Background: an optimization exercise with open tools, aiming at small area, a short achievable clock period and few clock cycles per item. Do not read the settings as production practice. Only simulation tests tie the RTL to the original design; equivalence was not proved. No activity file was given, so power comes from the tool's default toggle rates.

[design/flow/design.v]
package sme_pkg;
    localparam int STR_DEPTH = 32;
    localparam int PAT_DEPTH = 8;
    typedef logic [7:0] char_t;
    typedef logic [4:0] str_idx_t;
    typedef logic [5:0] str_len_t;
    typedef logic [3:0] pat_len_t;
    localparam char_t HEAD_ANCHOR = 8'h5e;
    localparam char_t TAIL_ANCHOR = 8'h24;
    localparam char_t WILDCARD    = 8'h2e;
    localparam char_t SEPARATOR   = 8'h5f;
endpackage
module sme_char_store #(
    parameter int DEPTH = sme_pkg::STR_DEPTH
) (
    input  logic                           clk,
    input  logic [DEPTH-1:0]               wen,
    input  sme_pkg::char_t                 wdata,
    output sme_pkg::char_t [DEPTH-1:0]     contents
);
    always_ff @(posedge clk)
    begin
        for (int i = 0; i < DEPTH; i++)
        begin
            if (wen[i])
            begin
                contents[i] <= wdata;
            end
        end
    end
endmodule
module sme_loader (
    input  sme_pkg::char_t     chardata,
    input  logic               isstring,
    input  logic               ispattern,
    output logic               str_char,
    output logic               pat_char,
    output logic               is_head,
    output logic               is_tail,
    output logic               is_wild
);
    assign str_char = isstring;
    assign pat_char = ispattern && !isstring;
    assign is_head  = (chardata == sme_pkg::HEAD_ANCHOR);
    assign is_tail  = (chardata == sme_pkg::TAIL_ANCHOR);
    assign is_wild  = (chardata == sme_pkg::WILDCARD);
endmodule
module sme_matcher (
    input  logic                                     clk,
    input  logic                                     reset,
    input  logic                                     str_char,
    input  logic                                     pat_char,
    input  logic                                     is_head,
    input  logic                                     is_tail,
    input  logic                                     is_wild,
    input  sme_pkg::char_t                           chardata,
    input  sme_pkg::char_t [sme_pkg::STR_DEPTH-1:0]  str_chars,
    output logic [sme_pkg::STR_DEPTH-1:0]            str_wen,
    output logic                                     valid,
    output logic                                     match,
    output sme_pkg::str_idx_t                        match_index
);
    typedef enum logic [1:0] {
        R_IDLE,
        R_STRING,
        R_PATTERN,
        R_SLOW
    } run_t;
    run_t               run;
    sme_pkg::str_len_t  slen;
    logic [32:0]        tm_r;        
    logic               tail_next;
    logic               pz_next;
    sme_pkg::str_idx_t  idx_r;
    sme_pkg::pat_len_t  plen;
    logic               pz;          
    logic               tail;
    logic               late;
    logic [3:0]         scnt;        
    logic [32:1]        fvec;
    logic [32:0]        in_str;      
    logic [32:0]        at_end;      
    logic [31:0]        sep;
    logic [31:0]        eqv;
    logic [32:1]        headmask;
    logic [32:0]        headok;
    logic [32:0]        tailmask;
    logic [32:0]        f_all;
    logic [32:0]        res_vec;
    logic               in_pat;
    logic               p_empty;
    logic               p_full;
    logic               job_end;
    logic               res_any;
    logic [5:0]         res_pos;
    logic [4:0]         p_neg;
    logic [4:0]         res_idx;
    assign p_empty = pz;
    assign p_full  = (plen == 4'd8);
    always_comb
    begin
        for (int j = 0; j < 32; j++)
        begin
            in_str[j] = (6'(j) < slen);
            sep[j]    = (str_chars[j] == sme_pkg::SEPARATOR);
            eqv[j]    = in_str[j] && (is_wild || (str_chars[j] == chardata));
        end
        in_str[32] = 1'b0;
        at_end[0] = (slen == 6'd0);
        for (int n = 1; n <= 32; n++)
            at_end[n] = in_str[n-1] && !in_str[n];
        for (int n = 1; n <= 32; n++)
            headmask[n] = sep[n-1] && in_str[n];
        headok[0] = 1'b1;
        for (int n = 1; n <= 32; n++)
            headok[n] = sep[n-1];
        tailmask[0] = at_end[0] || (in_str[0] && sep[0]);
        for (int n = 1; n < 32; n++)
            tailmask[n] = (at_end[n] && !pz_next) || (in_str[n] && sep[n]);
        tailmask[32] = at_end[32] && !pz_next;
    end
    assign tail_next = (run == R_SLOW) ? tail : (pat_char && (tail || is_tail));
    assign pz_next   = (run == R_SLOW) ? pz
                       : pat_char ? (pz && (is_head || is_tail))
                       : !(job_end && late);
    always_ff @(posedge clk)
    begin
        if (run == R_SLOW)
        begin
            if (scnt != 4'd0)
                tm_r <= {tm_r[31:0], 1'b0};
        end
        else if (job_end && late)
            tm_r <= headok;
        else
            tm_r <= tail_next ? tailmask : '1;
    end
    assign f_all   = {fvec, p_empty};
    assign res_vec = f_all & tm_r;
    always_comb
    begin
        logic [15:0] any1;
        logic [15:0] idx1;
        logic [7:0]  any2;
        logic [1:0]  idx2 [8];
        logic [3:0]  any3;
        logic [2:0]  idx3 [4];
        logic [1:0]  any4;
        logic [3:0]  idx4 [2];
        for (int i = 0; i < 16; i++)
        begin
            any1[i] = res_vec[2*i] || res_vec[2*i+1];
            idx1[i] = !res_vec[2*i];
        end
        for (int i = 0; i < 8; i++)
        begin
            any2[i] = any1[2*i] || any1[2*i+1];
            idx2[i] = any1[2*i] ? {1'b0, idx1[2*i]} : {1'b1, idx1[2*i+1]};
        end
        for (int i = 0; i < 4; i++)
        begin
            any3[i] = any2[2*i] || any2[2*i+1];
            idx3[i] = any2[2*i] ? {1'b0, idx2[2*i]} : {1'b1, idx2[2*i+1]};
        end
        for (int i = 0; i < 2; i++)
        begin
            any4[i] = any3[2*i] || any3[2*i+1];
            idx4[i] = any3[2*i] ? {1'b0, idx3[2*i]} : {1'b1, idx3[2*i+1]};
        end
        res_any = any4[0] || any4[1] || res_vec[32];
        if (any4[0])
            res_pos = {2'b00, idx4[0]};
        else if (any4[1])
            res_pos = {2'b01, idx4[1]};
        else
            res_pos = 6'd32;
    end
    assign in_pat  = (run == R_PATTERN);
    assign job_end = in_pat && !str_char && !pat_char;
    always_comb
    begin
        logic [4:0] g;
        logic [4:0] t;
        logic [4:0] c;
        case (plen)
            4'd0:    p_neg = 5'd0;
            4'd1:    p_neg = 5'd31;
            4'd2:    p_neg = 5'd30;
            4'd3:    p_neg = 5'd29;
            4'd4:    p_neg = 5'd28;
            4'd5:    p_neg = 5'd27;
            4'd6:    p_neg = 5'd26;
            4'd7:    p_neg = 5'd25;
            default: p_neg = 5'd24;
        endcase
        g = res_pos[4:0] & p_neg;
        t = res_pos[4:0] | p_neg;
        c[0] = 1'b0;
        c[1] = g[0];
        c[2] = g[1] | (t[1] & g[0]);
        c[3] = g[2] | (t[2] & g[1]) | (t[2] & t[1] & g[0]);
        c[4] = g[3] | (t[3] & g[2]) | (t[3] & t[2] & g[1]) | (t[3] & t[2] & t[1] & g[0]);
        res_idx = res_pos[4:0] ^ p_neg ^ c;
    end
    always_comb
    begin
        logic first;
        logic wr;
        first = (run != R_STRING);
        wr    = str_char && (run != R_SLOW);
        str_wen[0] = wr && first;
        for (int j = 1; j < 32; j++)
            str_wen[j] = wr && !first && (slen == 6'(j));
    end
    always_ff @(posedge clk or posedge reset)
    begin
        if (reset)
        begin
            run   <= R_IDLE;
            slen  <= '0;
            plen  <= '0;
            pz    <= 1'b1;
            tail  <= 1'b0;
            late  <= 1'b0;
            scnt  <= '0;
            valid <= 1'b0;
        end
        else
        begin
            valid <= 1'b0;
            if (run == R_SLOW)
            begin
                if (scnt != 4'd0)
                begin
                    scnt <= scnt - 4'd1;
                end
                else
                begin
                    valid <= 1'b1;
                    late  <= 1'b0;
                    run   <= R_IDLE;
                end
            end
            else if (pat_char)
            begin
                run <= R_PATTERN;
                if (is_head)
                begin
                    if (!p_empty)
                        late <= 1'b1;
                end
                else if (is_tail)
                begin
                    tail <= 1'b1;
                end
                else if (!p_full)
                begin
                    plen <= plen + 4'd1;
                    pz   <= 1'b0;
                end
            end
            else
            begin
                run  <= R_IDLE;
                plen <= '0;
                pz   <= 1'b1;
                tail <= 1'b0;
                late <= 1'b0;
                if (str_char)
                begin
                    run <= R_STRING;
                    if (run != R_STRING)
                        slen <= 6'd1;
                    else if (slen < 6'd32)
                        slen <= slen + 6'd1;
                end
                else if (job_end)
                begin
                    if (late)
                    begin
                        run  <= R_SLOW;
                        scnt <= plen;
                        plen <= plen;
                        pz   <= pz;
                        late <= 1'b1;
                    end
                    else
                    begin
                        valid <= 1'b1;
                    end
                end
            end
        end
    end
    always_ff @(posedge clk)
    begin
        if (run == R_SLOW)
        begin
            fvec <= fvec;
        end
        else if (pat_char)
        begin
            if (is_head)
            begin
                if (p_empty)
                    fvec <= headmask;
            end
            else if (!is_tail && !p_full)
            begin
                fvec <= f_all[31:0] & eqv;
            end
        end
        else if (job_end && late)
        begin
            fvec <= fvec & tm_r[32:1];
        end
        else
        begin
            fvec <= '1;
        end
    end
    always_ff @(posedge clk)
    begin
        match       <= res_any;
        idx_r       <= res_idx;
    end
    assign match_index = match ? idx_r : 5'd0;
endmodule
module sme_top (
    input  logic              clk,
    input  logic              reset,
    input  sme_pkg::char_t    chardata,
    input  logic              isstring,
    input  logic              ispattern,
    output logic              valid,
    output logic              match,
    output sme_pkg::str_idx_t match_index
);
    logic                                    str_char;
    logic                                    pat_char;
    logic                                    is_head;
    logic                                    is_tail;
    logic                                    is_wild;
    logic [sme_pkg::STR_DEPTH-1:0]           str_wen;
    sme_pkg::char_t [sme_pkg::STR_DEPTH-1:0] str_chars;
    sme_loader loader (
        .chardata  (chardata),
        .isstring  (isstring),
        .ispattern (ispattern),
        .str_char  (str_char),
        .pat_char  (pat_char),
        .is_head   (is_head),
        .is_tail   (is_tail),
        .is_wild   (is_wild)
    );
    sme_char_store #(
        .DEPTH (sme_pkg::STR_DEPTH)
    ) string_store (
        .clk      (clk),
        .wen      (str_wen),
        .wdata    (chardata),
        .contents (str_chars)
    );
    sme_matcher matcher (
        .clk         (clk),
        .reset       (reset),
        .str_char    (str_char),
        .pat_char    (pat_char),
        .is_head     (is_head),
        .is_tail     (is_tail),
        .is_wild     (is_wild),
        .chardata    (chardata),
        .str_chars   (str_chars),
        .str_wen     (str_wen),
        .valid       (valid),
        .match       (match),
        .match_index (match_index)
    );
endmodule
[design/flow/run.sh]
#!/bin/bash
# synth_recipe.tcl (not shown) runs the flow's synth.tcl, then flattens the netlist and writes it again
# the make line also repeats each setting of config.mk as NAME=value (left out here)
make -C /OpenROAD-flow-scripts/flow DESIGN_CONFIG=/design/flow/config.mk WORK_HOME=/design/flow/orfs CLKGATE_MAP_FILE= SYNTH_SCRIPT=/design/flow/synth_recipe.tcl finish
[design/flow/config.mk]
export PLATFORM = sky130hd
export DESIGN_NAME = sme_top
export DESIGN_NICKNAME = sme_top
export VERILOG_FILES = /design/flow/design.v
export SDC_FILE = /design/flow/constraint.sdc
export NUM_CORES = 4
export LEC_CHECK = 0
export CAP_MARGIN = 20
export CORE_MARGIN = 2
export CORE_UTILIZATION = 60
export CTS_BUF_LIST = sky130_fd_sc_hd__clkbuf_8 sky130_fd_sc_hd__clkbuf_16
export CTS_CLUSTER_DIAMETER = 100
export CTS_CLUSTER_SIZE = 20
export SETUP_SLACK_MARGIN = 4.5
export SLEW_MARGIN = 20
[design/flow/constraint.sdc]
create_clock -name core_clock -period 7.0 [get_ports {clk}]
set_input_delay 1.4000 -clock core_clock [delete_from_list [all_inputs] [get_ports {clk}]]
set_output_delay 1.4000 -clock core_clock [all_outputs]
set_load 0.01 [all_outputs]
==> results.txt, run 1 <==
Pleak=0.00677 uW; minimum clock period=2.64 ns; CTS tree=done; Avg Inst Size Synth=11.8 um^2; area grow syn2layout=20.5%; Die Area=30900 um^2; status=finished clean; Post-synth EDFFs=321; Setup CP Type=in -> reg; Final period util=0.377; Netlist cell types=74; share of cells above drive strength 1=0.184; Finish-stage setup viols=0; area of the multi-input gates=7760 um^2; initial antenna violation count=0; Filler Cell Count=1932; CTS hold repair buffers=0; Rows=62; path depth of the worst reg2reg path=10; hold path depth=2; reg-to-reg endpoint=matcher.idx_r[4]; H-tree Lvls=1; Reg2Reg Launch Point=matcher.fvec[14]; All-Layer GR Usage=0.347; Syn Inst Count=1501; worst skew pair latency=0.55 ns; PD cells=228 nW/um^2; Worst VDD drop=0.262 mV; final core utilization=0.740; syn_nets=1529; Area contributors post-synth=edfxtp_1, xnor2_1, nand4_1; hold wc startpoint=matcher.plen[0]; Max FO, Critical Path=12; via count=13685; via count of the first global-routing pass=12805; final hold vios=0; Final HPWL DP=28.1 mm; Die Wd=176 um; clock skew=0.0200 ns; Initial Util=0.614; FMAX=0.379 GHz; first-pass GRT wire length=79.9 mm; CTS root buffer=clkbuf_16; Cell Area, Placed=18400 um^2; HP Class=reg -> reg; Final Wtd Congestion=0.870; Chip Height=176 um; Yosys top cell area share=0.544; yosys warns=5; max cap viols=0; CTS max path bufs=3; final wirelength=55.8 mm; prevailing post-synth register cell=edfxtp_1; pre-CTS WS=2.82 ns; setup TNS=0 ns; 1st-pass router iterations=6; max_slew headroom=0.419; Slew @ Worst Pin=0.871 ns; post-synthesis register bit count=347; IO Count=19; initial DRC count=1851; Post-synth top cells=edfxtp_1, xnor2_1, nand2_1; flop2flop setup slack=4.38 ns; GR Overflow Total=0; Slew Viols, Final=0; hold path endpoint=matcher.plen[0]; post-route cell area=21400 um^2; CP startpoint kind=primary input; sequential cell area=10300 um^2; Routed Antenna Nets=0; DR WL/cell=28.0 um; DRC=0; Antenna Diode Count=0; Critical Path RT=7.41 ns; synthesized area=17700 um^2; core area=28900 um^2; unrepaired setup endpoints after global routing=true; Nets=1627; CP arrival=3.05 ns; asr flop ratio synth=0.0576; drt via density=6.88; CTS Buf Count=21; most common cell in the netlist=edfxtp_1; clk sinks=347; sequential fraction of the synthesis area=0.579; CP endpoint kind=flop; largest net degree at the start of global routing=46; Port Buffers=18; Clock transition at path regs=0.08 ns; Final WS setup=4.36 ns; Synth area leader=edfxtp_1
cell families (layout without fill, tap and decap cells):
| logic type | Yosys count | after routing | share of synthesized area |
|---|---|---|---|
| and+or+nand+nor | 511 | 514 | 0.160 |
| DFF | 347 | 347 | 0.579 |
| AOI/OAI and AO/OA | 264 | 266 | 0.0941 |
| xor gates and xnor gates | 261 | 261 | 0.129 |
| buffers and inverters | 102 | 202 | 0.0263 |
| adders and majority gates | 16 | 16 | 0.0117 |
critical path: stages:
cell and delay (ns):
buf_16 0.12, buf_6 0.14, buf_16 0.14, xor2_1 0.16
nor4_1 0.27, nand2_1 0.27, a211oi_2 0.35, a221o_1 0.18
cell usage in the layout (no fill, tap or decap), types with 5 or more instances in the layout:
master and instances:
dfrtp_1 15, buf_4 77, nand4_1 137, and2_4 5, nand4b_1 9, inv_1 23, nand3_2 7, nand3_1 12
bufbuf_16 12, nand2b_1 6, and2_1 9, nor3_1 11, nor2b_1 6, o21ai_1 6, nor4_1 6, o21ai_0 58
xor2_1 9, buf_12 20, ha_1 10, buf_16 16, a21oi_1 47, nor2_4 36, a22o_1 6, clkbuf_16 28
xnor2_1 252, edfxtp_1 321, o22ai_1 29, nand4bb_1 28, a21o_1 5, dfxtp_1 5, a31oi_1 49, nand2_1 136
buf_6 15, a22oi_1 7, nor2_1 58, nand2_4 6
cell type report:
type                       count  share of cell area
clock inverter                 9             0.00240
inverter                      18             0.00334
clock buffer                  21              0.0246
timing repair buffer         154               0.103
multi-input combinational   1057               0.363
sequential                   347               0.481
tap                          384              0.0225
sequential cells by signal, summed over array words and instances, names as in the netlist:
name and count:
matcher.match 1, matcher.fvec 32, matcher.scnt 4, matcher.pz 1, matcher.idx_r 5, matcher.plen 4, matcher.valid 1, matcher.tail 1
matcher.slen 6, string_store.contents 256, matcher.tm_r 33, matcher.late 1, matcher.run 2
layer usage:
layer  wire, um  up-vias  track usage
li1           -     5860            -
met1      21400     6629        0.486
met2      24500      958        0.529
met3       7230      238       0.0855
met4       2630        0        0.132
met5          0        -            0
worst max path at each step:
stage / from / cells past startpoint / endpoint
after floorplan: chardata[7] / 6 / matcher.fvec[10]
after global placement: isstring / 6 / matcher.fvec[12]
after detailed placement: isstring / 6 / matcher.fvec[13]
after CTS: matcher.match / 2 / match_index[4]
after global routing: matcher.fvec[18] / 10 / matcher.idx_r[4]
final: chardata[1] / 8 / matcher.fvec[27]
power breakdown:
group          total (uW)  leakage (uW)  internal, uW  switching [uW]
clock                1210      0.000307           547             666
sequential           2520       0.00317          2400             124
combinational        1140       0.00329           454             688
what timing repair did:
item / in CTS / in global routing
gates resized for setup: 187 / 45
gates cloned: 20 / 7
setup buffers: 56 / 41
pin swaps: 40 / 48
setup endpoints to repair: 380 / 284
metrics by stage:
stage | hold WS, ns | power, uW | std cells
global placement | 0.506 | 3350 | 1836
CTS | 0.547 | 4760 | 1942
finish | 0.553 | 4870 | 1990
detailed placement | 0.527 | 3360 | 1836
floorplan | 0.449 | 3090 | 1501
global route | 0.592 | 5020 | 1990
Testbench counts, summed over its fixed seeds: cycles 38,551, jobs 3,200.
==> run 2, diff against run 1 <==
--- a/design/flow/config.mk
+++ b/design/flow/config.mk
@@ -11,5 +11,5 @@
 export CTS_BUF_LIST = sky130_fd_sc_hd__clkbuf_8 sky130_fd_sc_hd__clkbuf_16
 export CTS_CLUSTER_DIAMETER = 100
 export CTS_CLUSTER_SIZE = 20
-export SETUP_SLACK_MARGIN = 4.5
+export SETUP_SLACK_MARGIN = 4.2
 export SLEW_MARGIN = 20
==> results.txt, run 2 <==
IO Count=19 (unchanged); Post-synth top cells=edfxtp_1, xnor2_1, nand2_1; yosys warns=5 (unchanged); Initial Util=0.614 (unchanged); CP endpoint kind=flop; Antenna Diode Count=0 (unchanged); CTS hold repair buffers=0 (unchanged); 1st-pass router iterations=6 (unchanged); via count of the first global-routing pass=12113 (-5.4%); initial DRC count=1571 (-15%); Slew @ Worst Pin=0.933 ns (+0.0624 ns); core area=28900 um^2 (unchanged); Clock transition at path regs=0.09 ns (about the same); CP Buf/Inv Count=2 (-1); Critical Path RT=7.34 ns (-0.07 ns); Port Buffers=18 (unchanged); met3 WL=4.96 mm (-31%); status=finished clean; synthesized area=17700 um^2 (unchanged); Max FO, Critical Path=44 (+32); Biggest register=string_store.contents; Chip Height=176 um (unchanged); CP arrival=3.09 ns (+0.04 ns); Synth Area in XOR/XNOR=0.129 (unchanged); Post-Synth Adder-Cell Area=0.0117 (unchanged); Nets=1523 (-6.4%); All-Layer GR Usage=0.304 (-0.0431); initial antenna violation count=0 (unchanged); minimum clock period=2.75 ns (+0.119 ns); most frequent cell on the critical path=nand4_1; clk sinks=347 (unchanged); prevailing post-synth register cell=edfxtp_1; Top Registers=string_store.contents x256, matcher.tm_r x33, matcher.fvec x32; PD cells=237 nW/um^2 (+4.1%); CTS tree=done; DR WL/cell=24.7 um (-12%); Synth Area in Compound Gates=0.0941 (unchanged); max FFs per register=256 (unchanged); Synth area leader=edfxtp_1; post-synthesis mux area share=0 (unchanged); slowest stage cell, crit path=o21ai_0; Final HPWL DP=29.0 mm (+3.3%); Syn Inst Count=1501 (unchanged); CP startpoint kind=primary input; first-pass GRT wire length=71.7 mm (-10%); Post-synth EDFFs=321 (unchanged); clock skew=0.0252 ns (+0.00516 ns); H-tree Lvls=1 (unchanged); Yosys top cell area share=0.544 (unchanged); FMAX=0.363 GHz (-4.3%); Die Wd=176 um (unchanged); drt via density=6.64 (-3.4%); final hold vios=0 (unchanged); met1 wire length=19.6 mm (-8.2%); Top Family by Delay on Critical Path=buffers and inverters; final wirelength=46.7 mm (-16%); via count=12579 (-8.1%); Avg Inst Size Synth=11.8 um^2 (unchanged); worst path cell trace=buf_4 > buf_12 > xnor2_1 > nand4_1 > o21ai_0 > nand4_1 > o311ai_0; Slew Viols, Final=0 (unchanged); most frequent cells in the layout=edfxtp_1, xnor2_1, nand2_1; max cap viols=0 (unchanged); Filler Cell Count=2135 (+11%); Routed Antenna Nets=0 (unchanged); most common cell after layout, fill and taps aside=edfxtp_1; sequential fraction of the synthesis area=0.579 (unchanged); Finish-stage setup viols=0 (unchanged); post-synthesis register bit count=347 (unchanged); Final Wtd Congestion=0.930 (+6.8%); Pleak=0.00594 uW (-12%); unrepaired setup endpoints after global routing=false; syn_nets=1529 (unchanged); Area contributors post-synth=edfxtp_1, xnor2_1, nand4_1; Fin Hold WS=0.557 ns (+0.00332 ns); main combinational cell family by area after synthesis=simple AND/OR/NAND/NOR gates; top sig layer=met4; Largest stage delay, worst path=0.44 ns (+0.09 ns); Die Area=30900 um^2 (unchanged); area grow syn2layout=10.1%; Rows=62 (unchanged); simple-gate share of the synthesized area=0.160 (unchanged); HP Class=reg -> reg; CTS Buf Count=21 (unchanged); GR Overflow Total=0 (unchanged); largest net degree at the start of global routing=46 (unchanged); asr flop ratio synth=0.0576 (unchanged); Final period util=0.394 (+0.0170); Setup CP Type=in -> reg; setup TNS=0 ns (unchanged); metal2 WL=20.6 mm (-16%); most common cell in the netlist=edfxtp_1; CTS root buffer=clkbuf_16; CTS max path bufs=3 (unchanged); share of cells above drive strength 1=0.101 (-0.0830); DRC=0 (unchanged); worst skew pair latency=0.55 ns (about the same); Netlist cell types=74 (unchanged); Worst VDD drop=0.193 mV (-27%); max_slew headroom=0.378 (-0.0410)
## run 2: cell count changes in the layout (fill, tap and decap cells not counted), moves of 6 or more
cell and change:
buf_4 -59, buf_16 -15, buf_12 -11, bufbuf_16 -11, inv_1 +8, clkbuf_16 -7
dlygate4sd2_1 +7, buf_6 -6, nor2_4 -6
## run 2: timing repair
item	CTS	global route
resized for setup	113	34
setup endpoints to repair	371	229
gates cloned	5	0
pin swaps	9	7
setup buffers	8	6
## run 2: worst paths after layout
check,startpoint,endpoint,slack [ns],depth (start not counted)
max in group asynchronous,reset,matcher.slen[5],5.16,2
setup reg to reg,matcher.slen[1],string_store.contents[130],4.25,5
hold / removal,matcher.scnt[0],matcher.scnt[0],0.56,1
min in group asynchronous,reset,matcher.slen[2],1.30,2
setup / recovery,chardata[2],matcher.fvec[1],4.25,7
hold reg to reg,matcher.scnt[0],matcher.scnt[0],0.56,1
## run 2: worst register-to-register path, cell delays in order, from the launching register on
cell and delay [ns]:
dfrtp_1 0.37, buf_4 0.21, inv_1 0.51, ha_2 0.65
nand2_1 0.25, nor3_4 0.42
## run 2: metrics by stage
stage / util / std cells / cell area, um^2 / total power, uW / worst slack, ns
after floorplan: - / 1501 / 17800 / 3050 / 3.93
after global placement: 0.628 / 1837 / 18100 / 3330 / 2.69
after detailed placement: 0.629 / 1837 / 18100 / 3340 / 2.57
after CTS: 0.670 / 1888 / 19300 / 4600 / 4.15
after global routing: 0.676 / 1894 / 19500 / 4800 / 4.19
final: 0.676 / 1894 / 19500 / 4630 / 4.25
## run 2: kinds of logic after synthesis
logic type,Yosys count
and+or+nand+nor,511
AOI/OAI and AO/OA,264
DFF,347
buffers and inverters,102
adders and majority gates,16
xor gates and xnor gates,261
## run 2: area by class of cell
class | count | area (um^2) | share of cell area
inverters | 18 | 67.6 | 0.00346
well taps | 384 | 480 | 0.0246
flip-flops and latches | 347 | 10300 | 0.526
multi-input cells | 1056 | 7480 | 0.383
clock inverters | 17 | 81.3 | 0.00417
repair buffers | 51 | 617 | 0.0316
clock buffers | 21 | 526 | 0.0269
## run 2: routing by layer
| layer | global-route usage | vias up |
|---|---|---|
| li1 | - | 5658 |
| met3 | 0.0565 | 115 |
| met5 | 0 | - |
| met1 | 0.446 | 6110 |
| met4 | 0.0906 | 0 |
| met2 | 0.467 | 696 |
## run 2: where the power goes
group / internal (uW) / leakage [uW] / switching [uW]
combinational: 297 / 0.00242 / 598
sequential: 2390 / 0.00317 / 125
clock: 552 / 0.000346 / 669
total: 3240 / 0.00594 / 1390
==> run 3, diff against run 2 <==
--- a/design/flow/config.mk
+++ b/design/flow/config.mk
@@ -7,9 +7,9 @@
 export LEC_CHECK = 0
 export CAP_MARGIN = 20
 export CORE_MARGIN = 2
-export CORE_UTILIZATION = 60
+export CORE_UTILIZATION = 70
 export CTS_BUF_LIST = sky130_fd_sc_hd__clkbuf_8 sky130_fd_sc_hd__clkbuf_16
 export CTS_CLUSTER_DIAMETER = 100
 export CTS_CLUSTER_SIZE = 20
-export SETUP_SLACK_MARGIN = 4.2
+export SETUP_SLACK_MARGIN = 4.35
 export SLEW_MARGIN = 20
==> results.txt, run 3 <==
setup TNS=0 ns (unchanged); Nets=1566 (+2.8%); CP endpoint kind=output port; CTS Buf Count=21 (unchanged); prevailing post-synth register cell=edfxtp_1; FMAX=0.364 GHz (+0.26%); Setup CP Type=reg -> out; max cap viols=0 (unchanged); switch share=0.304 (+0.00330); GR Overflow Total=0 (unchanged); status=finished clean; Slew @ Worst Pin=0.855 ns (-0.0784 ns); Post-synth EDFFs=321 (unchanged); Worst VDD drop=0.243 mV (+26%); drt via density=7.08 (+6.6%); DR WL/cell=26.3 um (+6.6%); clk sinks=347 (unchanged); met1 usage=0.503 (+0.0572); 1st-pass router iterations=6 (unchanged); Routed Antenna Nets=0 (unchanged); Die Wd=163 um (-7.3%); Critical Path RT=5.60 ns (-1.74 ns); final hold vios=0 (unchanged); Final Wtd Congestion=0.945 (+1.7%); Yosys top cell area share=0.544 (unchanged); Synth area leader=edfxtp_1; worst skew pair latency=0.55 ns (about the same); Chip Height=163 um (-7.3%); most common cell in the netlist=edfxtp_1; unrepaired setup endpoints after global routing=true; yosys warns=5 (unchanged); Biggest register=string_store.contents; Top Registers=string_store.contents x256, matcher.tm_r x33, matcher.fvec x32; post-synthesis register bit count=347 (unchanged); sequential fraction of the synthesis area=0.579 (unchanged); Area contributors post-synth=edfxtp_1, xnor2_1, nand4_1; grt peak-use layer=met2; synthesized area=17700 um^2 (unchanged); placed cells=1783 (-2.9%); most frequent cells in the layout=edfxtp_1, xnor2_1, nand4_1; clock skew=0.0465 ns (+0.0213 ns); Netlist cell types=74 (unchanged); via count of the first global-routing pass=12776 (+5.5%); initial antenna violation count=0 (unchanged); Pint=3310 uW (+2.0%); Initial Util=0.708 (+0.0937); Filler Cell Count=1460 (-32%); Avg Inst Size Synth=11.8 um^2 (unchanged); initial DRC count=1863 (+19%); clock power share=0.257 (-0.007); CTS root buffer=clkbuf_16; Pleak=0.00628 uW (+5.7%); CP arrival=1.35 ns (-1.74 ns); Post-synth top cells=edfxtp_1, xnor2_1, nand2_1; Finish-stage setup viols=0 (unchanged); final wirelength=49.5 mm (+6.0%); area grow syn2layout=13.7%; IO Count=19 (unchanged); Final period util=0.393 (-0.00102); HP Class=reg -> reg; All-Layer GR Usage=0.361 (+0.0566); H-tree Lvls=1 (unchanged); Rows=58 (-6.5%); first-pass GRT wire length=72.8 mm (+1.6%); Syn Inst Count=1501 (unchanged); minimum clock period=2.75 ns (-0.00713 ns); max FFs per register=256 (unchanged); DRC=0 (unchanged); Slew Viols, Final=0 (unchanged); sequential cell area=10300 um^2 (about the same); met3 GRT Util=0.0813 (+0.0248); max_slew headroom=0.429 (+0.0511); NetSw=1440 uW (+3.6%); CP startpoint kind=flop; combinational fraction of design power=0.209 (+0.016); CTS hold repair buffers=0 (unchanged); Max FO, Critical Path=4 (-91%); Antenna Diode Count=0 (unchanged); Clock transition at path regs=0.10 ns (about the same); Final HPWL DP=28.1 mm (-3.1%); CTS max path bufs=3 (unchanged); Sequential Power Share=0.534 (-0.009); via count=13332 (+6.0%); share of cells above drive strength 1=0.141 (+0.0404); GR Util met2=0.543 (+0.0760); syn_nets=1529 (unchanged); Port Buffers=18 (unchanged); final std cells w/o fill=1883 (-0.58%); most common cell after layout, fill and taps aside=edfxtp_1; asr flop ratio synth=0.0576 (unchanged); largest net degree at the start of global routing=63 (+37%); CTS tree=done; Die Area=26600 um^2 (-14%); area of the multi-input gates=7580 um^2 (+1.4%); PD cells=236 nW/um^2 (-0.77%); core area=25000 um^2 (-13%)
==> run 3: cell counts after synthesis <==
No cell type changed its count.
==> run 3: stage by stage <==
| stage | power (uW) | cell area, um^2 | setup WS (ns) | hold slack, ns | utilization |
|---|---|---|---|---|---|
| floorplan | 3080 | 18000 | 3.93 | 0.449 | - |
| global placement | 3320 | 18200 | 2.63 | 0.515 | 0.727 |
| detailed placement | 3340 | 18200 | 2.53 | 0.523 | 0.728 |
| CTS | 4620 | 19700 | 4.24 | 0.544 | 0.788 |
| global route | 4870 | 20200 | 4.21 | 0.587 | 0.805 |
| finish | 4750 | 20200 | 4.25 | 0.547 | 0.805 |
==> run 3: cell type report <==
type                       instances  area share
inverter                          18     0.00335
clock buffer                      21      0.0261
clock inverter                    17     0.00404
multi-input combinational       1056       0.376
timing repair buffer              94      0.0605
tap                              330      0.0205
sequential                       347       0.509
==> run 3: power by group through the flow <==
stage	sequential, uW	combinational (uW)	clock [uW]
5_1_grt	2540	1040	1290
4_1_cts	2520	882	1220
3_5_place_dp	2560	775	0
2_1_floorplan	2500	576	0
3_3_place_gp	2560	762	0
6_report	2540	990	1220
==> run 3: repair_timing <==
item,4_1_cts,5_1_grt
hold endpoints to repair,0,0
buffers inserted,30,22
resized for setup,128,53
gates cloned,8,2
pin swaps,14,12
setup endpoints to repair,380,332
==> run 3: path summary, 6_finish.rpt <==
path                       slack (ns)               end  cells after the start             start
min                              0.55   matcher.plen[0]                      2   matcher.plen[0]
max                              4.25    match_index[2]                      4     matcher.match
min in group asynchronous        1.30   matcher.plen[1]                      2             reset
max in group asynchronous        5.11   matcher.slen[1]                      2             reset
min reg2reg                      0.55   matcher.plen[0]                      2   matcher.plen[0]
max reg2reg                      4.34  matcher.idx_r[4]                     10  matcher.tm_r[18]
==> run 3: critical path, cell delays in order (launching register included) <==
cell and delay, ns:
dfxtp_2 0.34, buf_6 0.11, buf_6 0.10, and2_4 0.13, buf_6 0.11
==> run 3: logic make-up after synthesis <==
logic type / after synthesis / share of synthesized area
AND/OR/NAND/NOR: 511 / 0.160
flip-flops: 347 / 0.579
AO/OA/AOI/OAI: 264 / 0.0941
XOR/XNOR: 261 / 0.129
buffers and inverters: 102 / 0.0263
adder cells (fa/ha/maj): 16 / 0.0117
==> run 3: routing by layer <==
metal	wire length, um	share of wire
met2	21500	0.43
met5	0	0
met1	18700	0.38
met3	6570	0.13
met4	2770	0.056
==> run 4, diff against run 3 <==
--- a/design/flow/design.v
+++ b/design/flow/design.v
@@ -127,8 +127,7 @@
     begin
         if (run == R_SLOW)
         begin
-            if (scnt != 4'd0)
-                tm_r <= {tm_r[31:0], 1'b0};
+            tm_r <= {tm_r[31:0], 1'b0};
         end
         else if (job_end && late)
             tm_r <= headok;
--- a/design/flow/config.mk
+++ b/design/flow/config.mk
@@ -7,9 +7,9 @@
 export LEC_CHECK = 0
 export CAP_MARGIN = 20
 export CORE_MARGIN = 2
-export CORE_UTILIZATION = 70
+export CORE_UTILIZATION = 60
 export CTS_BUF_LIST = sky130_fd_sc_hd__clkbuf_8 sky130_fd_sc_hd__clkbuf_16
 export CTS_CLUSTER_DIAMETER = 100
 export CTS_CLUSTER_SIZE = 20
-export SETUP_SLACK_MARGIN = 4.35
+export SETUP_SLACK_MARGIN = 4.7
 export SLEW_MARGIN = 20
==> results.txt, run 4 <==
status=finished clean; Top Family by Delay on Critical Path=buffers and inverters; most common cell after layout, fill and taps aside=edfxtp_1; Fin Hold WS=0.530 ns (-0.0163 ns); largest net degree at the start of global routing=46 (-27%); CTS hold repair buffers=0 (unchanged); Max FO, Critical Path=7 (+3); Yosys top cell area share=0.500 (-0.0437); Port Buffers=18 (unchanged); Finish-stage setup viols=0 (unchanged); Avg Inst Size Synth=11.6 um^2 (-2.0%); clock skew=0.0386 ns (-0.00786 ns); Nets=1648 (+5.2%); final hold vios=0 (unchanged); drt via density=6.73 (-5.0%); Largest stage delay, worst path=0.30 ns (-0.04 ns); PD cells=219 nW/um^2 (-7.0%); Synth area leader=edfxtp_1; CTS Buf Count=21 (unchanged); asr flop ratio synth=0.0576 (unchanged); Slew Viols, Final=0 (unchanged); All-Layer GR Usage=0.352 (-0.00924); CP Buf/Inv Count=5 (+2); flop2flop setup slack=4.42 ns (+0.08 ns); post-synthesis register bit count=347 (unchanged); slowest stage cell, crit path=nor4bb_4; Pleak=0.00711 uW (+13%); Die Area=30200 um^2 (+13%); Biggest register=string_store.contents; worst skew pair latency=0.56 ns (about the same); pre-CTS WS=2.86 ns (+0.330 ns); Slew @ Worst Pin=0.879 ns (+0.0242 ns); setup TNS=0 ns (unchanged); Syn Inst Count=1495 (-0.40%); Area contributors post-synth=edfxtp_1, xnor2_1, nand4_1; Rows=62 (+6.9%); DR WL/cell=27.2 um (+3.3%); prevailing post-synth register cell=edfxtp_1; Reg2Reg Launch Point=matcher.fvec[4]; Critical Path Source=chardata[6]; final std cells w/o fill=2019 (+7.2%); max cap viols=0 (unchanged); reg-to-reg endpoint=matcher.idx_r[4]; sequential fraction of the synthesis area=0.574 (-0.00465); Final period util=0.370 (-0.0226); hold path depth=2 (unchanged); main combinational cell family by area after synthesis=simple AND/OR/NAND/NOR gates; Die Wd=174 um (+6.5%); CP startpoint kind=primary input; syn_nets=1523 (-0.39%); H-tree Lvls=1 (unchanged); CTS root buffer=clkbuf_16; via count=13585 (+1.9%); post-synthesis mux area share=0 (unchanged); share of cells above drive strength 1=0.221 (+0.0804); via count of the first global-routing pass=12906 (+1.0%); Synth Area in XOR/XNOR=0.134 (+0.00474); max_slew headroom=0.413 (-0.0156); CP arrival=2.84 ns (+1.49 ns); DRC=0 (unchanged); yosys warns=5 (unchanged); unrepaired setup endpoints after global routing=true; Tot Pwr=4700 uW (-1.2%); Final Wtd Congestion=0.918 (-2.9%); hold path endpoint=matcher.scnt[1]; CP endpoint kind=flop; Critical Path RT=7.25 ns (+1.65 ns); IO Count=19 (unchanged); synthesized area=17300 um^2 (-2.4%); hold wc startpoint=matcher.scnt[1]; most frequent cells in the layout=edfxtp_1, xnor2_1, nand4_1; max FFs per register=256 (unchanged); Top Registers=string_store.contents x256, matcher.tm_r x33, matcher.fvec x32; core area=28500 um^2 (+14%); HP Class=reg -> reg; final wirelength=54.9 mm (+11%); Setup CP Type=in -> reg; GR Overflow Total=0 (unchanged); minimum clock period=2.59 ns (-0.158 ns); worst path cell trace=buf_16 > nor4bb_4 > buf_4 > nand2_4 > nand2_4 > o22ai_4 > buf_6 > nor2_4 > buf_6 > buf_12; Post-synth EDFFs=288 (-10%); 1st-pass router iterations=6 (unchanged); area grow syn2layout=23.9%; Worst VDD drop=0.224 mV (-7.9%); CTS tree=done; Final HPWL DP=28.3 mm (+0.69%); initial antenna violation count=1 (+1); simple-gate share of the synthesized area=0.157 (-0.00245); first-pass GRT wire length=79.9 mm (+9.7%); CTS max path bufs=3 (unchanged); Initial Util=0.606 (-0.102); initial DRC count=1769 (-5.0%); Post-synth top cells=edfxtp_1, xnor2_1, nand4_1; Netlist cell types=64 (-14%); Final WS setup=4.41 ns (+0.158 ns); Post-Synth Adder-Cell Area=0.0120 (+0.000293); most common cell in the netlist=edfxtp_1; Synth Area in Compound Gates=0.0955 (+0.00141); clk sinks=347 (unchanged); Clock transition at path regs=0.08 ns (-0.02 ns); FMAX=0.386 GHz (+6.1%); Chip Height=174 um (+6.5%); placed cells=1831 (+2.7%); path depth of the worst reg2reg path=10 (unchanged); Routed Antenna Nets=0 (unchanged); Antenna Diode Count=0 (unchanged)
run 4: cell types whose count changed after synthesis, sizes merged, moves of 14 or more:
cell     previous run  this run
a21oi              51        96
a31oi              49        32
dfxtp               6        39
edfxtp            321       288
nand2             145       117
nand4bb            28         2
nor2               92       106
or4bb               0        27
run 4: cell type report:
type	count	area, um^2
sequential	347	9940
multi-input combinational	1052	7860
fill	1840	7120
timing repair buffer	178	2460
clock buffer	21	526
tap	384	480
clock inverter	17	81.3
inverter	20	78.8
run 4: stage by stage:
stage,utilization,cell area [um^2]
after floorplan,-,17800
after global placement,0.633,18100
after detailed placement,0.633,18100
after CTS,0.733,20900
after global routing,0.750,21400
final,0.750,21400
run 4: metal layers:
layer | part of all wire | GRT usage | up-vias | wire length (um)
li1 | - | - | 5861 | -
met1 | 0.39 | 0.491 | 6527 | 21600
met2 | 0.44 | 0.544 | 963 | 24300
met3 | 0.12 | 0.0796 | 234 | 6430
met4 | 0.046 | 0.127 | 0 | 2520
met5 | 0 | 0 | - | 0
run 4: what timing repair did:
action / in CTS / in global routing
gates cloned: 22 / 3
pin swaps: 81 / 56
setup endpoints to repair: 381 / 355
gates resized for setup: 221 / 72
buffers inserted: 102 / 23
run 4: worst register-to-register path: cells and delay by family (launching register included):
kind	cells	cell delay, ns
AOI/OAI and AO/OA	6	1.28
DFF	1	0.46
adders and majority gates	1	0.27
xor gates and xnor gates	2	0.25
and+or+nand+nor	1	0.18
run 4: kinds of logic (layout without fill, tap and decap cells):
logic type | after synthesis | after routing
compound gates | 274 | 276
xor+xnor | 264 | 264
fa+ha+maj | 16 | 16
buf+inv | 102 | 236
flops | 347 | 347
simple gates | 492 | 496
run 4: worst max path at each step:
stage | to | depth (start not counted)
2_1_floorplan | matcher.fvec[10] | 6
3_3_place_gp | matcher.fvec[16] | 6
3_5_place_dp | matcher.fvec[10] | 6
4_1_cts | match_index[3] | 2
5_1_grt | matcher.idx_r[4] | 10
6_report | matcher.fvec[28] | 10
run 4: power by group:
part           internal (uW)  switching, uW  total (uW)
combinational            413            626        1040
clock                    555            674        1230
sequential              2330           97.5        2430
total                   3300           1400        4700
Testbench counts of run 4, summed over its fixed seeds: cycles 38,551, jobs 3,200.
==> run 5, diff against run 4 <==
--- a/design/flow/config.mk
+++ b/design/flow/config.mk
@@ -11,5 +11,5 @@
 export CTS_BUF_LIST = sky130_fd_sc_hd__clkbuf_8 sky130_fd_sc_hd__clkbuf_16
 export CTS_CLUSTER_DIAMETER = 100
 export CTS_CLUSTER_SIZE = 20
-export SETUP_SLACK_MARGIN = 4.7
+export SETUP_SLACK_MARGIN = 4.5
 export SLEW_MARGIN = 20
==> results.txt, run 5 <==
Yosys top cell area share=0.500 (unchanged); Netlist cell types=64 (unchanged); CP Buf/Inv Count=2 (-3); largest net degree at the start of global routing=51 (+11%); Pint=3220 uW (-2.5%); IO Count=19 (unchanged); Top Family by Delay on Critical Path=flip-flops; Critical Path RT=5.60 ns (-1.65 ns); via count of the first global-routing pass=12352 (-4.3%); final wirelength=50.8 mm (-7.4%); combinational fraction of design power=0.193 (-0.028); via count=13024 (-4.1%); CTS max path bufs=3 (unchanged); area of the multi-input gates=7650 um^2 (-2.6%); Die Area=30200 um^2 (unchanged); Final Wtd Congestion=0.932 (+1.5%); met1 usage=0.452 (-0.0386); grt peak-use layer=met2; PD cells=226 nW/um^2 (+3.0%); max FFs per register=256 (unchanged); clock skew=0.0328 ns (-0.00580 ns); worst skew pair latency=0.55 ns (about the same); Cell Area, Placed=18000 um^2 (-0.21%); GR Overflow Total=0 (unchanged); sequential cell area=9940 um^2 (about the same); max cap viols=0 (unchanged); max_slew headroom=0.351 (-0.0628); Area contributors post-synth=edfxtp_1, xnor2_1, nand4_1; slowest stage cell, crit path=dfxtp_2; Clock transition at path regs=0.10 ns (+0.02 ns); first-pass GRT wire length=73.4 mm (-8.1%); Max FO, Critical Path=5 (-2); switch share=0.296 (-0.00145); post-synthesis register bit count=347 (unchanged); Post-synth EDFFs=288 (unchanged); most frequent cell on the critical path=buf_6; path depth of the worst reg2reg path=8 (-2); Initial Util=0.606 (unchanged); asr flop ratio synth=0.0576 (unchanged); Final period util=0.377 (+0.00710); Port Buffers=18 (unchanged); Finish-stage setup viols=0 (unchanged); yosys warns=5 (unchanged); FMAX=0.379 GHz (-1.9%); CTS root buffer=clkbuf_16; CP arrival=1.24 ns (-1.60 ns); Tot Pwr=4570 uW (-2.7%); Biggest register=string_store.contents; Largest stage delay, worst path=0.35 ns (+0.05 ns); All-Layer GR Usage=0.318 (-0.0340); clock power share=0.272 (+0.010); Syn Inst Count=1495 (unchanged); area grow syn2layout=17.1%; initial antenna violation count=0 (-1); Pleak=0.00656 uW (-7.8%); Post-synth top cells=edfxtp_1, xnor2_1, nand4_1; 1st-pass router iterations=9 (+3); Synth area leader=edfxtp_1; prevailing post-synth register cell=edfxtp_1; Die Wd=174 um (unchanged); CP startpoint kind=flop; Rows=62 (unchanged); CP Depth=3 (-7); initial DRC count=1772 (+0.17%); Nets=1584 (-3.9%); synthesized area=17300 um^2 (unchanged); met3 GRT Util=0.0566 (-0.0230); Slew Viols, Final=0 (unchanged); NetSw=1350 uW (-3.1%); Sequential Power Share=0.536 (+0.019); most common cell after layout, fill and taps aside=edfxtp_1; drt via density=6.66 (-0.99%); Avg Inst Size Synth=11.6 um^2 (unchanged); most common cell in the netlist=edfxtp_1; GR Util met2=0.495 (-0.0496); Final HPWL DP=28.2 mm (-0.45%); core area=28500 um^2 (unchanged); hold path depth=2 (unchanged); share of cells above drive strength 1=0.162 (-0.0597); most frequent cells in the layout=edfxtp_1, xnor2_1, nand4_1; status=finished clean; DRC=0 (unchanged); final hold vios=0 (unchanged); CTS Buf Count=21 (unchanged); Filler Cell Count=2098 (+14%); HP Class=reg -> reg; DR WL/cell=26.0 um (-4.3%); H-tree Lvls=1 (unchanged); worst path cell trace=buf_6 > and2_4 > buf_6; Routed Antenna Nets=0 (unchanged); Setup CP Type=reg -> out; CP endpoint kind=output port; Chip Height=174 um (unchanged); Top Registers=string_store.contents x256, matcher.tm_r x33, matcher.fvec x32; unrepaired setup endpoints after global routing=true; CTS tree=done; clk sinks=347 (unchanged); Slew @ Worst Pin=0.972 ns (+0.0932 ns); post-route cell area=20200 um^2 (-5.5%); setup TNS=0 ns (unchanged); Worst VDD drop=0.217 mV (-3.4%); Antenna Diode Count=0 (unchanged); minimum clock period=2.64 ns (+0.0497 ns); sequential fraction of the synthesis area=0.574 (unchanged); syn_nets=1523 (unchanged)
-- run 5: cell counts after synthesis --
Identical to the previous run, type by type.
-- run 5: kinds of logic after synthesis --
group | share of synthesized area
XOR/XNOR | 0.134
adder cells (fa/ha/maj) | 0.0120
buffers and inverters | 0.0270
AND/OR/NAND/NOR | 0.157
AO/OA/AOI/OAI | 0.0955
flip-flops | 0.574
-- run 5: worst register-to-register path, cell delays in order (launching register included) --
cell and delay (ns):
edfxtp_1 0.43, a22o_1 0.28, or4_4 0.62, nor2_4 0.21, a311oi_4 0.13, ha_2 0.23, buf_4 0.13, fa_2 0.33
xor2_1 0.16
-- run 5: worst paths after layout --
check,startpoint,to,slack [ns]
max,matcher.match,match_index[2],4.36
min,matcher.scnt[1],matcher.scnt[1],0.52
max reg2reg,matcher.fvec[10],matcher.idx_r[2],4.36
min reg2reg,matcher.scnt[1],matcher.scnt[1],0.52
max in group asynchronous,reset,matcher.slen[1],5.11
min in group asynchronous,reset,matcher.slen[5],1.30
-- run 5: layout make-up --
class | instances | area share
flip-flops and latches | 347 | 0.491
clock buffers | 21 | 0.0260
clock inverters | 17 | 0.00402
repair buffers | 115 | 0.0734
inverters | 20 | 0.00389
well taps | 384 | 0.0237
multi-input cells | 1051 | 0.378
-- run 5: power by group through the flow --
stage                     clock (uW)  combinational (uW)  sequential (uW)
after detailed placement           0                 692             2480
after floorplan                    0                 514             2420
after global placement             0                 684             2480
final                           1240                 881             2450
after global routing            1330                 933             2450
after CTS                       1250                 799             2430
-- run 5: repair_timing --
action	in CTS	in global routing
resized for setup	136	57
setup buffers	45	25
cloned	9	7
hold buffers	0	0
pin swaps	28	27
endpoints found under the setup margin	381	155
-- run 5: metal layers --
metal  part of all wire  wire length [um]  vias to the layer above
met5                  0                 0                        -
met4              0.039              2000                        0
met3               0.11              5420                      168
met2               0.45             23000                      802
met1               0.40             20400                     6329
li1                   -                 -                     5725
-- run 5: per-stage QoR --
step	setup slack (ns)	util	hold slack (ns)	std cells
after global placement	2.87	0.632	0.496	1831
after global routing	4.33	0.709	0.566	1955
after detailed placement	2.78	0.632	0.508	1831
final	4.36	0.709	0.519	1955
after CTS	4.31	0.689	0.527	1923
after floorplan	4.02	-	0.433	1495
==> run 6, diff against run 5 <==
--- a/design/flow/config.mk
+++ b/design/flow/config.mk
@@ -11,5 +11,5 @@
 export CTS_BUF_LIST = sky130_fd_sc_hd__clkbuf_8 sky130_fd_sc_hd__clkbuf_16
 export CTS_CLUSTER_DIAMETER = 100
 export CTS_CLUSTER_SIZE = 20
-export SETUP_SLACK_MARGIN = 4.5
+export SETUP_SLACK_MARGIN = 4.2
 export SLEW_MARGIN = 20
==> results.txt, run 6 <==
prevailing post-synth register cell=edfxtp_1; via count=12353 (-5.2%); Routed Antenna Nets=0 (unchanged); Sequential Power Share=0.552 (+0.016); CTS Buf Count=21 (unchanged); Max FO, Critical Path=25 (+20); IO Count=19 (unchanged); Nets=1525 (-3.7%); met3 WL=3.95 mm (-27%); syn_nets=1523 (unchanged); Finish-stage setup viols=0 (unchanged); asr flop ratio synth=0.0576 (unchanged); share of cells above drive strength 1=0.0999 (-0.0617); final core utilization=0.668 (-0.0413); Post-synth top cells=edfxtp_1, xnor2_1, nand4_1; minimum clock period=2.78 ns (+0.139 ns); Antenna Diode Count=0 (unchanged); switch share=0.292 (-0.00402); Avg Inst Size Synth=11.6 um^2 (unchanged); status=finished clean; Setup CP Type=in -> reg; Chip Height=174 um (unchanged); most frequent cells in the layout=edfxtp_1, xnor2_1, nand4_1; CTS root buffer=clkbuf_16; Initial Util=0.606 (unchanged); CTS tree=done; DR WL/cell=24.1 um (-7.4%); met1 wire length=19.4 mm (-5.1%); clock skew=0.0331 ns (+0.000309 ns); H-tree Lvls=1 (unchanged); synthesized area=17300 um^2 (unchanged); worst skew pair latency=0.55 ns (about the same); CP arrival=3.08 ns (+1.84 ns); HP Class=reg -> reg; CTS max path bufs=3 (unchanged); 1st-pass router iterations=5 (-4); post-synthesis register bit count=347 (unchanged); top sig layer=met4; Clock transition at path regs=0.10 ns (about the same); max cap viols=0 (unchanged); combinational fraction of design power=0.172 (-0.021); Final period util=0.397 (+0.0199); Syn Inst Count=1495 (unchanged); Pint=3140 uW (-2.4%); unrepaired setup endpoints after global routing=true; placed cells=1832 (+0.055%); final hold vios=0 (unchanged); NetSw=1300 uW (-4.3%); clk sinks=347 (unchanged); Final Wtd Congestion=0.931 (about the same); Reg2Reg Launch Point=matcher.slen[1]; Post-synth EDFFs=288 (unchanged); most common cell after layout, fill and taps aside=edfxtp_1; area grow syn2layout=10.3%; max_slew headroom=0.430 (+0.0797); Critical Path RT=7.30 ns (+1.70 ns); All-Layer GR Usage=0.305 (-0.0126); GR Overflow Total=0 (unchanged); max FFs per register=256 (unchanged); Slew @ Worst Pin=0.855 ns (-0.118 ns); DRC=0 (unchanged); CTS hold repair buffers=0 (unchanged); PD cells=233 nW/um^2 (+3.0%); hold wc startpoint=matcher.tm_r[21]; initial DRC count=1247 (-30%); Die Wd=174 um (unchanged); Netlist cell types=64 (unchanged); Biggest register=string_store.contents; CP startpoint kind=primary input; final wirelength=45.6 mm (-10%); Pleak=0.00608 uW (-7.4%); sequential fraction of the synthesis area=0.574 (unchanged); first-pass GRT wire length=71.1 mm (-3.1%); core area=28500 um^2 (unchanged); Critical Path Source=chardata[0]; Die Area=30200 um^2 (unchanged); Area contributors post-synth=edfxtp_1, xnor2_1, nand4_1; Yosys top cell area share=0.500 (unchanged); Top Registers=string_store.contents x256, matcher.tm_r x33, matcher.fvec x32; largest net degree at the start of global routing=46 (-9.8%); FMAX=0.360 GHz (-5.0%); most common cell in the netlist=edfxtp_1; via count of the first global-routing pass=12139 (-1.7%); Worst VDD drop=0.163 mV (-25%); final std cells w/o fill=1895 (-3.1%); CP endpoint kind=flop; Rows=62 (unchanged); Slew Viols, Final=0 (unchanged); setup TNS=0 ns (unchanged); yosys warns=5 (unchanged); Synth area leader=edfxtp_1; metal2 WL=20.6 mm (-10%); Port Buffers=18 (unchanged); clock power share=0.276 (+0.004); Final HPWL DP=28.6 mm (+1.5%); drt via density=6.52 (-2.1%); initial antenna violation count=0 (unchanged)
-- run 6: kinds of logic (layout without fill, tap and decap cells) --
logic type,count (synthesis),in the layout,share of synthesized area
AND/OR/NAND/NOR,492,495,0.157
XOR/XNOR,264,264,0.134
adder cells (fa/ha/maj),16,16,0.0120
AO/OA/AOI/OAI,274,274,0.0955
flip-flops,347,347,0.574
buffers and inverters,102,115,0.0270
-- run 6: worst max-delay path, cell delays in order --
cell,delay (ns)
buf_6,0.24
and4b_4,0.28
nand2_4,0.24
buf_6,0.30
o21ai_0,0.27
a41o_1,0.30
-- run 6: power by group through the flow --
stage | Combinational, uW | Clock [uW] | Sequential (uW)
after global routing | 818 | 1310 | 2450
after global placement | 650 | 0 | 2480
after floorplan | 481 | 0 | 2420
after detailed placement | 662 | 0 | 2480
final | 763 | 1220 | 2450
after CTS | 735 | 1240 | 2440
-- run 6: what timing repair did --
item	in CTS	in global routing
gates cloned	3	0
setup endpoints to repair	379	65
buffers inserted	19	4
resized for setup	98	18
pin swaps	8	8
-- run 6: layout make-up --
type / instances / area [um^2]
Multi-Input combinational cell: 1049 / 7360
Fill cell: 2191 / 9490
Inverter: 20 / 75.1
Timing Repair Buffer: 58 / 612
Clock inverter: 16 / 77.6
Clock buffer: 21 / 526
Tap cell: 384 / 480
Sequential cell: 347 / 9930
-- run 6: routing by layer --
| metal | up-vias | GRT usage |
|---|---|---|
| met2 | 570 | 0.478 |
| li1 | 5587 | - |
| met5 | - | 0 |
| met4 | 0 | 0.104 |
| met3 | 121 | 0.0465 |
| met1 | 6075 | 0.439 |
-- run 6: final timing paths --
kind                               endpoint  slack, ns  cells past startpoint
max                        matcher.fvec[32]       4.22                      6
min                        matcher.tm_r[22]       0.55                      2
max reg2reg                 matcher.fvec[9]       4.30                      7
min reg2reg                matcher.tm_r[22]       0.55                      2
max in group asynchronous   matcher.slen[1]       5.10                      2
min in group asynchronous   matcher.plen[0]       1.31                      2
-- run 6: per-stage QoR --
stage                     area, um^2  setup slack [ns]  power (uW)  hold slack (ns)
final                          19100              4.22        4430            0.549
after global routing           19100              4.18        4580            0.573
after CTS                      19000              4.20        4410            0.543
after detailed placement       17800              2.58        3140            0.524
after global placement         17800              2.27        3130            0.503
after floorplan                17400              4.02        2900            0.433
==> run 7, diff against run 6 <==
--- a/design/flow/config.mk
+++ b/design/flow/config.mk
@@ -11,5 +11,5 @@
 export CTS_BUF_LIST = sky130_fd_sc_hd__clkbuf_8 sky130_fd_sc_hd__clkbuf_16
 export CTS_CLUSTER_DIAMETER = 100
 export CTS_CLUSTER_SIZE = 20
-export SETUP_SLACK_MARGIN = 4.2
+export SETUP_SLACK_MARGIN = 4.4
 export SLEW_MARGIN = 20
==> results.txt, run 7 <==
status=finished clean; H-tree Lvls=1 (unchanged); Initial Util=0.606 (unchanged); Critical Path RT=7.42 ns (+0.12 ns); setup TNS=0 ns (unchanged); Die Area=30200 um^2 (unchanged); post-synthesis register bit count=347 (unchanged); Synth Area in XOR/XNOR=0.134 (unchanged); asr flop ratio synth=0.0576 (unchanged); Area contributors post-synth=edfxtp_1, xnor2_1, nand4_1; Post-Synth Adder-Cell Area=0.0120 (unchanged); IO Count=19 (unchanged); Chip Height=174 um (unchanged); Max FO, Critical Path=18 (-28%); Cell Area, Placed=17900 um^2 (+0.78%); post-route cell area=19500 um^2 (+2.4%); placed cells=1831 (-0.055%); Tot Pwr=4490 uW (+1.3%); Syn Inst Count=1495 (unchanged); Biggest register=string_store.contents; Netlist cell types=64 (unchanged); DRC=0 (unchanged); simple-gate share of the synthesized area=0.157 (unchanged); Worst VDD drop=0.231 mV (+42%); drt via density=6.57 (+0.79%); PD cells=230 nW/um^2 (-1.1%); Filler Cell Count=2107 (-3.8%); prevailing post-synth register cell=edfxtp_1; core area=28500 um^2 (unchanged); CTS Buf Count=21 (unchanged); final hold vios=0 (unchanged); final wirelength=46.8 mm (+2.5%); most frequent cells in the layout=edfxtp_1, xnor2_1, nand4_1; max cap viols=0 (unchanged); via count=12543 (+1.5%); sequential fraction of the synthesis area=0.574 (unchanged); CTS root buffer=clkbuf_16; Nets=1539 (+0.92%); initial DRC count=1400 (+12%); most common cell after layout, fill and taps aside=edfxtp_1; 1st-pass router iterations=7 (+2); CTS max path bufs=3 (unchanged); Synth area leader=edfxtp_1; Slew Viols, Final=0 (unchanged); clk sinks=347 (unchanged); main combinational cell family by area after synthesis=simple AND/OR/NAND/NOR gates; grt peak-use layer=met2; Die Wd=174 um (unchanged); flop2flop setup slack=4.39 ns (+0.09 ns); GR Util met2=0.462 (-0.0161); yosys warns=5 (unchanged); synthesized area=17300 um^2 (unchanged); Yosys top cell area share=0.500 (unchanged); worst skew pair latency=0.54 ns (about the same); Pleak=0.00619 uW (+1.9%); Post-synth top cells=edfxtp_1, xnor2_1, nand4_1; DR WL/cell=24.5 um (+1.8%); CP endpoint kind=flop; post-synthesis mux area share=0 (unchanged); max FFs per register=256 (unchanged); met3 GRT Util=0.0520 (+0.00548); Setup CP Type=reg -> reg; Rows=62 (unchanged); hold path depth=2 (unchanged); first-pass GRT wire length=70.8 mm (-0.44%); GR Overflow Total=0 (unchanged); Avg Inst Size Synth=11.6 um^2 (unchanged); via count of the first global-routing pass=12077 (-0.51%); Antenna Diode Count=0 (unchanged); clock skew=0.0182 ns (-0.0149 ns); Top Registers=string_store.contents x256, matcher.tm_r x33, matcher.fvec x32; path depth of the worst reg2reg path=8 (+1); unrepaired setup endpoints after global routing=true; Final HPWL DP=27.7 mm (-3.3%); FMAX=0.384 GHz (+6.7%); Slew @ Worst Pin=1.12 ns (+0.268 ns); Post-synth EDFFs=288 (unchanged); met1 usage=0.443 (+0.00391); largest net degree at the start of global routing=49 (+6.5%); Fin Hold WS=0.532 ns (-0.0168 ns); All-Layer GR Usage=0.305 (about the same); most common cell in the netlist=edfxtp_1; share of cells above drive strength 1=0.132 (+0.0325); initial antenna violation count=0 (unchanged); Port Buffers=18 (unchanged); Synth Area in Compound Gates=0.0955 (unchanged); area grow syn2layout=12.9%; CP startpoint kind=flop; Final Wtd Congestion=0.915 (-1.8%); CP arrival=3.02 ns (-0.06 ns); Final period util=0.372 (-0.0248); CTS hold repair buffers=0 (unchanged); CTS tree=done; area of the multi-input gates=7590 um^2 (+3.2%); minimum clock period=2.61 ns (-0.173 ns); Finish-stage setup viols=0 (unchanged); Clock transition at path regs=0.09 ns (about the same); sequential cell area=9940 um^2 (about the same); syn_nets=1523 (unchanged); Routed Antenna Nets=0 (unchanged); final std cells w/o fill=1909 (+0.74%); max_slew headroom=0.250 (-0.180); HP Class=reg -> reg
==> run 7: final cells by class <==
| type | instances | share of cell area |
|---|---|---|
| Clock buffer | 21 | 0.0269 |
| Clock inverter | 16 | 0.00378 |
| Inverter | 20 | 0.00404 |
| Multi-Input combinational cell | 1051 | 0.389 |
| Sequential cell | 347 | 0.509 |
| Tap cell | 384 | 0.0246 |
| Timing Repair Buffer | 70 | 0.0428 |
==> run 7: path summary, 6_finish.rpt <==
kind                                        from                to
worst min register to register  matcher.tm_r[15]  matcher.tm_r[16]
worst max register to register   matcher.slen[1]  matcher.fvec[24]
min in group asynchronous                  reset   matcher.scnt[2]
max in group asynchronous                  reset   matcher.slen[4]
worst max-delay path             matcher.slen[1]  matcher.fvec[24]
worst min-delay path            matcher.tm_r[15]  matcher.tm_r[16]
==> run 7: cells by family (layout without fill, tap and decap cells) <==
family | after synthesis | after routing
compound gates | 274 | 276
fa+ha+maj | 16 | 16
buf+inv | 102 | 127
simple gates | 492 | 495
xor+xnor | 264 | 264
flops | 347 | 347
==> run 7: power by group <==
group          total, uW  switching (uW)  leakage (uW)  internal (uW)
Clock               1230             673      0.000343            553
Sequential          2420            91.9       0.00318           2330
Combinational        846             550       0.00267            296
Total               4490            1310       0.00619           3180
==> run 7: critical path, cell delays in order, from the launching register on <==
cell	delay, ns
dfrtp_1	0.34
buf_4	0.29
clkinvlp_4	0.37
ha_4	0.36
inv_1	0.29
nor2_1	0.12
o21ai_1	0.43
a32oi_1	0.18
nand2_1	0.08
==> run 7: timing repair <==
action / CTS / global route
pin swaps: 12 / 22
gates resized for setup: 133 / 47
endpoints found under the hold margin: 0 / 0
setup endpoints to repair: 381 / 161
cloned: 5 / 1
buffers inserted: 18 / 17
==> run 7: through the flow <==
step,utilization,setup WS (ns)
after floorplan,-,4.02
after global placement,0.627,2.68
after detailed placement,0.627,2.62
after CTS,0.673,4.40
after global routing,0.684,4.32
final,0.684,4.39
==> run 7: metal layers <==
metal  part of all wire  wire length (um)  vias to the layer above
met4              0.049              2300                        0
met3              0.096              4510                      159
met5                  0                 0                        -
met1               0.42             19800                     6074
li1                   -                 -                     5616
met2               0.43             20200                      694
==> run 8, diff against run 7 <==
--- a/design/flow/config.mk
+++ b/design/flow/config.mk
@@ -7,7 +7,7 @@
 export LEC_CHECK = 0
 export CAP_MARGIN = 20
 export CORE_MARGIN = 2
-export CORE_UTILIZATION = 60
+export CORE_UTILIZATION = 70
 export CTS_BUF_LIST = sky130_fd_sc_hd__clkbuf_8 sky130_fd_sc_hd__clkbuf_16
 export CTS_CLUSTER_DIAMETER = 100
 export CTS_CLUSTER_SIZE = 20
==> results.txt, run 8 <==
status=finished clean; largest net degree at the start of global routing=58 (+18%); Pleak=0.00627 uW (+1.2%); most frequent cells in the layout=edfxtp_1, xnor2_1, nand4_1; H-tree Lvls=1 (unchanged); DR WL/cell=24.9 um (+1.6%); clk sinks=347 (unchanged); core area=24200 um^2 (-15%); Area contributors post-synth=edfxtp_1, xnor2_1, nand4_1; synthesized area=17300 um^2 (unchanged); asr flop ratio synth=0.0576 (unchanged); Finish-stage setup viols=0 (unchanged); Final WS setup=4.34 ns (-0.0532 ns); IO Count=19 (unchanged); Die Area=26000 um^2 (-14%); Filler Cell Count=1370 (-35%); combinational fraction of design power=0.188 (about the same); GR Overflow Total=0 (unchanged); syn_nets=1523 (unchanged); max_slew headroom=0.353 (+0.103); Pint=3170 uW (-0.30%); Initial Util=0.713 (+0.107); Max FO, Critical Path=16 (-2); PD cells=229 nW/um^2 (-0.59%); yosys warns=5 (unchanged); HP Class=reg -> reg; CTS root buffer=clkbuf_16; placed cells=1771 (-3.3%); minimum clock period=2.66 ns (+0.0532 ns); Slew Viols, Final=0 (unchanged); unrepaired setup endpoints after global routing=true; Post-synth top cells=edfxtp_1, xnor2_1, nand4_1; Nets=1553 (+0.91%); CTS hold repair buffers=0 (unchanged); Rows=57 (-8.1%); Port Buffers=18 (unchanged); via count=12950 (+3.2%); Die Wd=161 um (-7.2%); prevailing post-synth register cell=edfxtp_1; worst skew pair latency=0.55 ns (about the same); Routed Antenna Nets=0 (unchanged); CTS Buf Count=21 (unchanged); initial DRC count=1849 (+32%); Avg Inst Size Synth=11.6 um^2 (unchanged); Yosys top cell area share=0.500 (unchanged); Critical Path RT=7.29 ns (-0.13 ns); Worst VDD drop=0.238 mV (+3.0%); Setup CP Type=reg -> reg; hold wc startpoint=matcher.scnt[1]; Post-synth EDFFs=288 (unchanged); Final HPWL DP=27.2 mm (-1.8%); Critical Path Source=matcher.slen[5]; via count of the first global-routing pass=12370 (+2.4%); sequential fraction of the synthesis area=0.574 (unchanged); max FFs per register=256 (unchanged); Top Registers=string_store.contents x256, matcher.tm_r x33, matcher.fvec x32; Synth area leader=edfxtp_1; setup TNS=0 ns (unchanged); first-pass GRT wire length=70.4 mm (-0.54%); Slew @ Worst Pin=0.968 ns (-0.154 ns); All-Layer GR Usage=0.352 (+0.0469); NetSw=1310 uW (-0.13%); most common cell in the netlist=edfxtp_1; 1st-pass router iterations=10 (+3); switch share=0.293 (+0.000353); Final Wtd Congestion=0.933 (+2.0%); CTS max path bufs=3 (unchanged); share of cells above drive strength 1=0.138 (+0.00520); Syn Inst Count=1495 (unchanged); max cap viols=0 (unchanged); final wirelength=46.4 mm (-0.81%); Antenna Diode Count=0 (unchanged); DRC=0 (unchanged); CTS tree=done; FMAX=0.376 GHz (-2.0%); most common cell after layout, fill and taps aside=edfxtp_1; CP endpoint kind=flop; initial antenna violation count=0 (unchanged); post-synthesis register bit count=347 (unchanged); Sequential Power Share=0.540 (about the same); Netlist cell types=64 (unchanged); CP arrival=2.95 ns (-0.07 ns); final hold vios=0 (unchanged); clock skew=0.0208 ns (+0.00251 ns); Chip Height=161 um (-7.2%); Reg2Reg Launch Point=matcher.slen[5]; area grow syn2layout=13.3%; Final period util=0.380 (+0.00760); clock power share=0.272 (about the same); Clock transition at path regs=0.09 ns (about the same); pre-CTS WS=2.94 ns (+0.326 ns); final std cells w/o fill=1864 (-2.4%); CP startpoint kind=flop; drt via density=6.95 (+5.7%); Biggest register=string_store.contents
-- run 8: changes by cell type in the layout (fill, tap and decap cells not counted), sizes merged --
cell,before,now
buf,65,75
dlygate4sd2,1,3
o211ai,9,11
o21ai,62,64
and3,6,5
bufbuf,1,2
clkbuf,22,21
inv,34,35
nor2,108,107
-- run 8: final timing paths --
| check | end | slack [ns] | depth (start not counted) |
|---|---|---|---|
| worst max-delay path | matcher.fvec[20] | 4.34 | 4 |
| worst min-delay path | matcher.scnt[1] | 0.56 | 2 |
| worst max register to register | matcher.fvec[20] | 4.34 | 4 |
| worst min register to register | matcher.scnt[1] | 0.56 | 2 |
| max in group asynchronous | matcher.scnt[1] | 5.17 | 2 |
| min in group asynchronous | matcher.slen[1] | 1.32 | 2 |
-- run 8: timing repair --
action / 4_1_cts / 5_1_grt
pin swaps: 17 / 21
gates cloned: 9 / 0
setup buffers: 27 / 19
endpoints found under the setup margin: 380 / 137
resized for setup: 131 / 36
-- run 8: cells by family after synthesis --
kind of cell	Yosys count	share of synthesized area
compound gates	274	0.0955
xor+xnor	264	0.134
fa+ha+maj	16	0.0120
buf+inv	102	0.0270
flops	347	0.574
simple gates	492	0.157
-- run 8: cell type report --
| class | count | area, um^2 | area share |
|---|---|---|---|
| Tap cell | 324 | 405 | 0.0207 |
| Inverter | 20 | 78.8 | 0.00402 |
| Timing Repair Buffer | 82 | 933 | 0.0476 |
| Clock inverter | 17 | 81.3 | 0.00415 |
| Sequential cell | 347 | 9940 | 0.507 |
| Multi-Input combinational cell | 1053 | 7630 | 0.389 |
| Clock buffer | 21 | 526 | 0.0268 |
-- run 8: power by group through the flow --
stage	Sequential (uW)	Clock, uW	Combinational, uW
2_1_floorplan	2420	0	494
3_3_place_gp	2460	0	671
3_5_place_dp	2460	0	683
4_1_cts	2420	1220	762
5_1_grt	2430	1290	884
6_report	2420	1220	841
-- run 8: critical path, stage by stage (launching register included) --
cell and delay (ns):
dfrtp_1 0.66, nor2b_1 0.62, nand3_1 0.57, o2111ai_1 0.41, o211ai_1 0.13
-- run 8: metrics by stage --
| stage | utilization | hold slack (ns) | power (uW) | instance area, um^2 |
|---|---|---|---|---|
| 2_1_floorplan | - | 0.433 | 2920 | 17600 |
| 3_3_place_gp | 0.735 | 0.492 | 3130 | 17800 |
| 3_5_place_dp | 0.735 | 0.502 | 3140 | 17800 |
| 4_1_cts | 0.795 | 0.535 | 4400 | 19300 |
| 5_1_grt | 0.808 | 0.559 | 4610 | 19600 |
| 6_report | 0.808 | 0.556 | 4480 | 19600 |
-- run 8: per-layer routing --
| metal | vias up | GRT usage | part of all wire |
|---|---|---|---|
| met4 | 0 | 0.134 | 0.052 |
| met2 | 936 | 0.544 | 0.45 |
| met3 | 223 | 0.0781 | 0.11 |
| li1 | 5665 | - | - |
| met5 | - | 0 | 0 |
| met1 | 6126 | 0.495 | 0.39 |

Setup slack of run 8, layout unchanged: 4.342 ns with ideal ports, 4.342 ns with driving cells assumed (clock clkbuf_16, inputs buf_2), 3.767 ns with port delays also shifted by the 0.585 ns mid clock arrival.
